Source: an optimization exercise on an open RTL-to-GDS flow (aim: small area, a short achievable clock period and few clock cycles per item). Production flows keep margins and buffers that such runs may drop.
The RTL was checked by simulation tests, not by an equivalence proof against the original design.

==> flow/design.v <==
`timescale 1ns/1ps
package alu_pkg;
	localparam int DATA_W = 32;
	typedef logic [DATA_W-1:0] word_t;
	localparam int SHAMT_W = 5;
	typedef logic [SHAMT_W-1:0] shamt_t;
	typedef enum logic [3:0] {
		OP_ADD  = 4'd0,
		OP_SUB  = 4'd1,
		OP_MUL  = 4'd2,
		OP_AND  = 4'd3,
		OP_OR   = 4'd4,
		OP_XOR  = 4'd5,
		OP_SHL  = 4'd6,
		OP_LSHR = 4'd7,
		OP_ASHR = 4'd8,
		OP_EQ   = 4'd9,
		OP_NE   = 4'd10,
		OP_ULT  = 4'd11,
		OP_ULE  = 4'd12,
		OP_SLT  = 4'd13,
		OP_SLE  = 4'd14
	} alu_op_t;
	localparam int MUL_STAGES_DEF = 4;
endpackage
`timescale 1ns/1ps
module int_alu_comb (
	input alu_pkg::alu_op_t op,
	input alu_pkg::word_t lhs,
	input alu_pkg::word_t rhs,
	output alu_pkg::word_t res
);
	alu_pkg::shamt_t shamt;
	assign shamt = rhs[alu_pkg::SHAMT_W-1:0];
	always_comb begin
		res = '0;
		case (op)
			alu_pkg::OP_ADD: res = lhs + rhs;
			alu_pkg::OP_SUB: res = lhs - rhs;
			alu_pkg::OP_AND: res = lhs & rhs;
			alu_pkg::OP_OR: res = lhs | rhs;
			alu_pkg::OP_XOR: res = lhs ^ rhs;
			alu_pkg::OP_SHL: res = lhs << shamt;
			alu_pkg::OP_LSHR: res = lhs >> shamt;
			alu_pkg::OP_ASHR: res = $signed(lhs) >>> shamt;
			alu_pkg::OP_EQ: res[0] = (lhs == rhs);
			alu_pkg::OP_NE: res[0] = (lhs != rhs);
			alu_pkg::OP_ULT: res[0] = (lhs < rhs);
			alu_pkg::OP_ULE: res[0] = (lhs <= rhs);
			alu_pkg::OP_SLT: res[0] = ($signed(lhs) < $signed(rhs));
			alu_pkg::OP_SLE: res[0] = ($signed(lhs) <= $signed(rhs));
			default: res = '0;
		endcase
	end
endmodule
`timescale 1ns/1ps
module mul_pipe #(
	parameter int mul_stages = alu_pkg::MUL_STAGES_DEF
) (
	input logic clk,
	input logic ce,
	input alu_pkg::word_t a,
	input alu_pkg::word_t b,
	output alu_pkg::word_t p
);
	localparam int DEPTH = mul_stages - 1;
	localparam int HALF = alu_pkg::DATA_W / 2;
	alu_pkg::word_t pp_low_q;
	logic [HALF-1:0] pp_cross_q;
	alu_pkg::word_t sum;
	always_ff @(posedge clk) begin
		if (ce) begin
			pp_low_q <= a[HALF-1:0] * b[HALF-1:0];
			pp_cross_q <= a[HALF-1:0] * b[alu_pkg::DATA_W-1:HALF] + a[alu_pkg::DATA_W-1:HALF] * b[HALF-1:0];
		end
	end
	assign sum = pp_low_q + {pp_cross_q, {HALF{1'b0}}};
	generate
		if (DEPTH == 1) begin : g_single
			assign p = sum;
		end else begin : g_chain
			alu_pkg::word_t prod_q [DEPTH-1];
			always_ff @(posedge clk) begin
				if (ce) begin
					prod_q[0] <= sum;
					for (int i = 1; i < DEPTH - 1; i++) begin
						prod_q[i] <= prod_q[i-1];
					end
				end
			end
			assign p = prod_q[DEPTH-2];
		end
	endgenerate
endmodule
`timescale 1ns/1ps
module operand_join (
	input logic clk,
	input logic rst,
	input alu_pkg::word_t lhs,
	input alu_pkg::alu_op_t lhs_op,
	input logic lhs_valid,
	output logic lhs_ready,
	input alu_pkg::word_t rhs,
	input logic rhs_valid,
	output logic rhs_ready,
	output logic tok_valid,
	input logic tok_ready,
	output alu_pkg::alu_op_t tok_op,
	output alu_pkg::word_t tok_lhs,
	output alu_pkg::word_t tok_rhs
);
	logic join_valid;
	logic full;
	alu_pkg::alu_op_t held_op;
	alu_pkg::word_t held_lhs;
	alu_pkg::word_t held_rhs;
	assign join_valid = lhs_valid & rhs_valid;
	assign lhs_ready = ~lhs_valid | (rhs_valid & ~full);
	assign rhs_ready = ~rhs_valid | (lhs_valid & ~full);
	assign tok_valid = join_valid | full;
	assign tok_op = full ? held_op : lhs_op;
	assign tok_lhs = full ? held_lhs : lhs;
	assign tok_rhs = full ? held_rhs : rhs;
	always_ff @(posedge clk or posedge rst) begin
		if (rst) begin
			full <= 1'b0;
		end else begin
			full <= tok_valid & ~tok_ready;
		end
	end
	always_ff @(posedge clk) begin
		if (!full) begin
			held_op <= lhs_op;
			held_lhs <= lhs;
			held_rhs <= rhs;
		end
	end
endmodule
`timescale 1ns/1ps
module alu_pipeline #(
	parameter int mul_stages = alu_pkg::MUL_STAGES_DEF
) (
	input logic clk,
	input logic rst,
	input logic tok_valid,
	output logic tok_ready,
	input alu_pkg::alu_op_t tok_op,
	input alu_pkg::word_t tok_lhs,
	input alu_pkg::word_t tok_rhs,
	output logic res_valid,
	output alu_pkg::word_t res,
	input logic res_ready
);
	localparam int DEPTH = mul_stages - 1;
	logic ce;
	alu_pkg::word_t early;
	alu_pkg::word_t product;
	logic [DEPTH-1:0] valid_q;
	alu_pkg::alu_op_t op_q [DEPTH];
	alu_pkg::word_t early_q [DEPTH];
	assign ce = res_ready;
	assign tok_ready = ce;
	int_alu_comb u_int_alu_comb (
		.op(tok_op),
		.lhs(tok_lhs),
		.rhs(tok_rhs),
		.res(early)
	);
	mul_pipe #(
		.mul_stages(mul_stages)
	) u_mul_pipe (
		.clk(clk),
		.ce(ce),
		.a(tok_lhs),
		.b(tok_rhs),
		.p(product)
	);
	always_ff @(posedge clk or posedge rst) begin
		if (rst) begin
			valid_q <= '0;
		end else if (ce) begin
			valid_q[0] <= tok_valid;
			for (int i = 1; i < DEPTH; i++) begin
				valid_q[i] <= valid_q[i-1];
			end
		end
	end
	always_ff @(posedge clk) begin
		if (ce) begin
			op_q[0] <= tok_op;
			early_q[0] <= early;
			for (int i = 1; i < DEPTH; i++) begin
				op_q[i] <= op_q[i-1];
				early_q[i] <= early_q[i-1];
			end
		end
	end
	assign res_valid = valid_q[DEPTH-1];
	assign res = (op_q[DEPTH-1] == alu_pkg::OP_MUL) ? product : early_q[DEPTH-1];
endmodule
`timescale 1ns/1ps
module output_buffer (
	input logic clk,
	input logic rst,
	input logic in_valid,
	input alu_pkg::word_t in_data,
	output logic in_ready,
	output logic out_valid,
	output alu_pkg::word_t out_data,
	input logic out_ready
);
	assign in_ready = ~out_valid | out_ready;
	always_ff @(posedge clk or posedge rst) begin
		if (rst) begin
			out_valid <= 1'b0;
		end else if (in_ready) begin
			out_valid <= in_valid;
		end
	end
	always_ff @(posedge clk) begin
		if (in_valid && in_ready) begin
			out_data <= in_data;
		end
	end
endmodule
`timescale 1ns/1ps
module elastic_alu #(
	parameter int mul_stages = alu_pkg::MUL_STAGES_DEF
) (
	input logic clk,
	input logic rst,
	input alu_pkg::word_t lhs,
	input alu_pkg::alu_op_t lhs_op,
	input logic lhs_valid,
	output logic lhs_ready,
	input alu_pkg::word_t rhs,
	input logic rhs_valid,
	output logic rhs_ready,
	output alu_pkg::word_t result,
	output logic result_valid,
	input logic result_ready
);
	logic pipe_valid;
	logic pipe_ready;
	alu_pkg::word_t pipe_res;
	logic tok_valid;
	logic tok_ready;
	alu_pkg::alu_op_t tok_op;
	alu_pkg::word_t tok_lhs;
	alu_pkg::word_t tok_rhs;
	operand_join u_operand_join (
		.clk(clk),
		.rst(rst),
		.lhs(lhs),
		.lhs_op(lhs_op),
		.lhs_valid(lhs_valid),
		.lhs_ready(lhs_ready),
		.rhs(rhs),
		.rhs_valid(rhs_valid),
		.rhs_ready(rhs_ready),
		.tok_valid(tok_valid),
		.tok_ready(tok_ready),
		.tok_op(tok_op),
		.tok_lhs(tok_lhs),
		.tok_rhs(tok_rhs)
	);
	alu_pipeline #(
		.mul_stages(mul_stages)
	) u_alu_pipeline (
		.clk(clk),
		.rst(rst),
		.tok_valid(tok_valid),
		.tok_ready(tok_ready),
		.tok_op(tok_op),
		.tok_lhs(tok_lhs),
		.tok_rhs(tok_rhs),
		.res_valid(pipe_valid),
		.res(pipe_res),
		.res_ready(pipe_ready)
	);
	output_buffer u_output_buffer (
		.clk(clk),
		.rst(rst),
		.in_valid(pipe_valid),
		.in_data(pipe_res),
		.in_ready(pipe_ready),
		.out_valid(result_valid),
		.out_data(result),
		.out_ready(result_ready)
	);
endmodule
==> flow/run.sh <==
#!/bin/bash
# synth_recipe.tcl (not shown) runs the flow's synth.tcl, then flattens the netlist and writes it again
# the make line also repeats each setting of config.mk as NAME=value (left out here)
make -C /OpenROAD-flow-scripts/flow DESIGN_CONFIG=/design/flow/config.mk WORK_HOME=/design/flow/orfs CLKGATE_MAP_FILE= SYNTH_SCRIPT=/design/flow/synth_recipe.tcl finish
==> flow/config.mk <==
export PLATFORM = sky130hd
export DESIGN_NAME = elastic_alu
export DESIGN_NICKNAME = elastic_alu
export VERILOG_FILES = /design/flow/design.v
export SDC_FILE = /design/flow/constraint.sdc
export NUM_CORES = 4
export LEC_CHECK = 0
export CAP_MARGIN = 20
export CORE_MARGIN = 2
export CORE_UTILIZATION = 40
export SLEW_MARGIN = 20
==> flow/constraint.sdc <==
create_clock -name core_clock -period 10.0 [get_ports {clk}]
set_input_delay 2.0000 -clock core_clock [delete_from_list [all_inputs] [get_ports {clk}]]
set_output_delay 2.0000 -clock core_clock [all_outputs]
set_load 0.01 [all_outputs]
==> flow_summary.json <==
{
  "cp_max_fo": 12,
  "period_share_pct": 86.6,
  "ys_async_sr_fraction_pct": 1.54,
  "syn_inst": 3709,
  "synth_edf_count": 252,
  "hold_viol": 0,
  "numClockSinks": 325,
  "clk-insertion-delay-late_ns": 0.61,
  "worstMarginPinSlew_ns": 1.05,
  "rsz0062_at_grt": "false",
  "cp-end-kind": "register",
  "fin_nets": 4582,
  "final.setup.tns_ns": 0,
  "grtUsageTotal_pct": 27.9,
  "worstSetupPathType": "in2reg",
  "routed_wl_mm": 126,
  "cts_buffers": 42,
  "cp.required_ns": 10.35,
  "synth_area_per_cell_um2": 9.45,
  "antenna_found_initial": 8,
  "fp.dieW_um": 300,
  "final.setup_skew_ns": 0.0491,
  "dp.cells": 4932,
  "fin_crit_ns": 8.66,
  "synth_top_cell_by_area": "fa_1",
  "post_drt_via_cell_ratio": 5.66,
  "root_buffer": "clkbuf_16",
  "max_cap_viol_count": 0,
  "cts_tree": "yes",
  "hold_path_class": "reg2reg",
  "finalNonFillerCells": 5012,
  "grt_max_degree": 175,
  "firstDrtPassIters": 6,
  "boundaryPins": 108,
  "synth_cell_type_count": 93,
  "drt_iter0_drc": 2869,
  "hpwl_mm": 96.2,
  "die_area_um2": 90000,
  "ant_nets": 0,
  "synth_top_area_share_pct": 21.8,
  "synth_area_um2": 35100,
  "ys_warn_count": 8,
  "drc": 0,
  "fp.dieH_um": 300,
  "grt_pass1_vias": 28000,
  "slew_headroom_pct": 30.1,
  "wire_per_inst_um": 25.2,
  "post_cts_resized": 0,
  "synth.most_common_cell": "inv_1",
  "grt_pass1_wl_mm": 185,
  "area_growth_pct": 12.8,
  "port_buffers": 107,
  "cts_setup_buffers": 0,
  "outcome": "no timing/DRC/antenna violations",
  "fp-row-count": 108,
  "ys_seq_elements": 325,
  "maxSlewViolCount": 0,
  "gp_congestion": 0.989,
  "ys.flop_type": "edfxtp_1",
  "setup_viol": 0,
  "path_clk_slew_ns": 0.06,
  "cts_max_level": 2,
  "cts_hold_buffers": 0,
  "core_um2": 86800,
  "overflow": 0,
  "cts_buffer_depth": 3,
  "vias": 28400,
  "start_kind": "input pin",
  "drive_gt1_share_pct": 9.76,
  "synth_common_cells": "500 x inv_1, 494 x nor2_1, 387 x nand2_1",
  "start_util_pct": 40.4,
  "yosysSeqAreaShare_pct": 25.8,
  "syn_nets": 4470,
  "synth_area_leaders": "fa_1 22%, edfxtp_1 22%, ha_1 11%",
  "arrival_ns": 9.00,
  "max_freq_mhz": 116
}
area by class of cell:
class	instances	area [um^2]
Antenna cell	3	7.51
Inverter	528	1980
Timing Repair Buffer	258	2320
Clock buffer	51	1120
Sequential cell	325	9060
Clock inverter	26	322
Multi-Input combinational cell	2666	23300
Fill cell	8387	47200
Tap cell	1155	1450
flip-flops by register name, indices dropped and copies added, names as in the netlist:
signal                                    cells
u_alu_pipeline.early_q                       96
u_alu_pipeline.op_q                          12
u_alu_pipeline.u_mul_pipe.g_chain.prod_q     64
u_alu_pipeline.u_mul_pipe.pp_cross_q         16
u_alu_pipeline.u_mul_pipe.pp_low_q           32
u_alu_pipeline.valid_q                        3
u_operand_join.full                           1
u_operand_join.held_lhs                      32
u_operand_join.held_op                        4
u_operand_join.held_rhs                      32
u_output_buffer.out_data                     32
u_output_buffer.out_valid                     1
cell families (layout without fill, tap and decap cells):
family                     Yosys count  after routing  synth area share (%)
other                                0              3                     0
xor gates and xnor gates           116            116                  2.90
AOI/OAI and AO/OA                  627            627                  11.9
adders and majority gates          688            688                  32.7
DFF                                325            325                  25.8
and+or+nand+nor                   1050           1050                  12.3
buffers and inverters              718            863                  8.06
muxes                              185            185                  6.27
per-stage QoR:
stage	cell area, um^2	worst slack (ns)	hold slack, ns	util (%)
after floorplan	35100	0.0679	0.400	-
after global placement	38100	0.818	0.401	43.9
after detailed placement	38100	0.753	0.405	43.9
after CTS	39600	1.40	0.412	45.6
after global routing	39600	1.03	0.418	45.6
final	39600	1.34	0.410	45.6
worst max-delay path, cell delays in order:
cell and delay (ns):
clkdlybuf4s50_1 0.48, mux2i_4 0.59, buf_4 0.41, nor2_1 0.12, fa_1 0.55, inv_1 0.05
fa_1 0.48, fa_1 0.52, inv_1 0.06, fa_1 0.57, inv_1 0.06, fa_1 0.47
fa_1 0.53, fa_1 0.43, fa_1 0.39, xnor2_1 0.15, xnor2_1 0.24, xnor2_1 0.17
xnor2_1 0.15, xnor2_1 0.17, xnor2_1 0.10, buf_4 0.16, xnor2_1 0.12
worst paths after layout:
check	startpoint	endpoint	slack [ns]	cells past startpoint
worst max register to register	u_operand_join.full	u_alu_pipeline.u_mul_pipe.pp_low_q[30]	1.74	26
worst min register to register	u_alu_pipeline.u_mul_pipe.g_chain.prod_q[0][7]	u_alu_pipeline.u_mul_pipe.g_chain.prod_q[1][7]	0.41	0
min in group asynchronous	rst	u_operand_join.full	1.59	2
worst min-delay path	u_alu_pipeline.u_mul_pipe.g_chain.prod_q[0][7]	u_alu_pipeline.u_mul_pipe.g_chain.prod_q[1][7]	0.41	0
worst max-delay path	rhs[4]	u_alu_pipeline.u_mul_pipe.pp_cross_q[15]	1.34	23
max in group asynchronous	rst	u_alu_pipeline.valid_q[2]	8.22	2
layer usage:
metal / GRT usage (%) / wire length [um]
met1: 37.5 / 51600
met2: 41.6 / 54100
met3: 6.13 / 12100
met4: 15.7 / 8250
met5: 0 / 41
cells in the final DEF (no fill, tap or decap), types with 24 or more instances in the layout:
master           instances
a211oi_1                26
a21o_1                  30
a21oi_1                155
buf_4                  142
clkbuf_16               43
clkdlybuf4s50_1        107
dfxtp_1                 68
edfxtp_1               252
fa_1                   381
ha_1                   307
inv_1                  499
inv_2                   24
mux2_2                  45
mux2i_1                 93
mux2i_2                 24
nand2_1                387
nand3_1                 31
nor2_1                 493
nor3_1                  31
o211ai_1                31
o21ai_0                150
xnor2_1                 96
Testbench counts, summed over its fixed seeds: cycles 16,032, items 16,000.

-- static timing again, ports no longer ideal --
Ports are ideal in the flow. The routed layout listed here was re-timed in OpenROAD.
Step 1 sets driving cells, clkbuf_16 on the clock port and buf_2 on the other inputs (assumed; they add their load-dependent delay and slew).
Step 2 also shifts input and output timing later by t, the mid clock arrival at the registers, as if the neighbouring blocks saw the same clock.
Slacks: no drivers / after step 1 / after step 2; pairs: no drivers / after step 1.
t (ns): 0.659
setup slack, ns: 1.342 / 1.385 / 0.727
slew at the worst register clock pin (ns): 0.07 / 0.07
worst data-port slew with drivers (ns): 0.05
After both steps setup and hold are still met in this run. For this run, drivers alone change the setup slack by +0.043 ns; drivers and shift together by -0.615 ns.
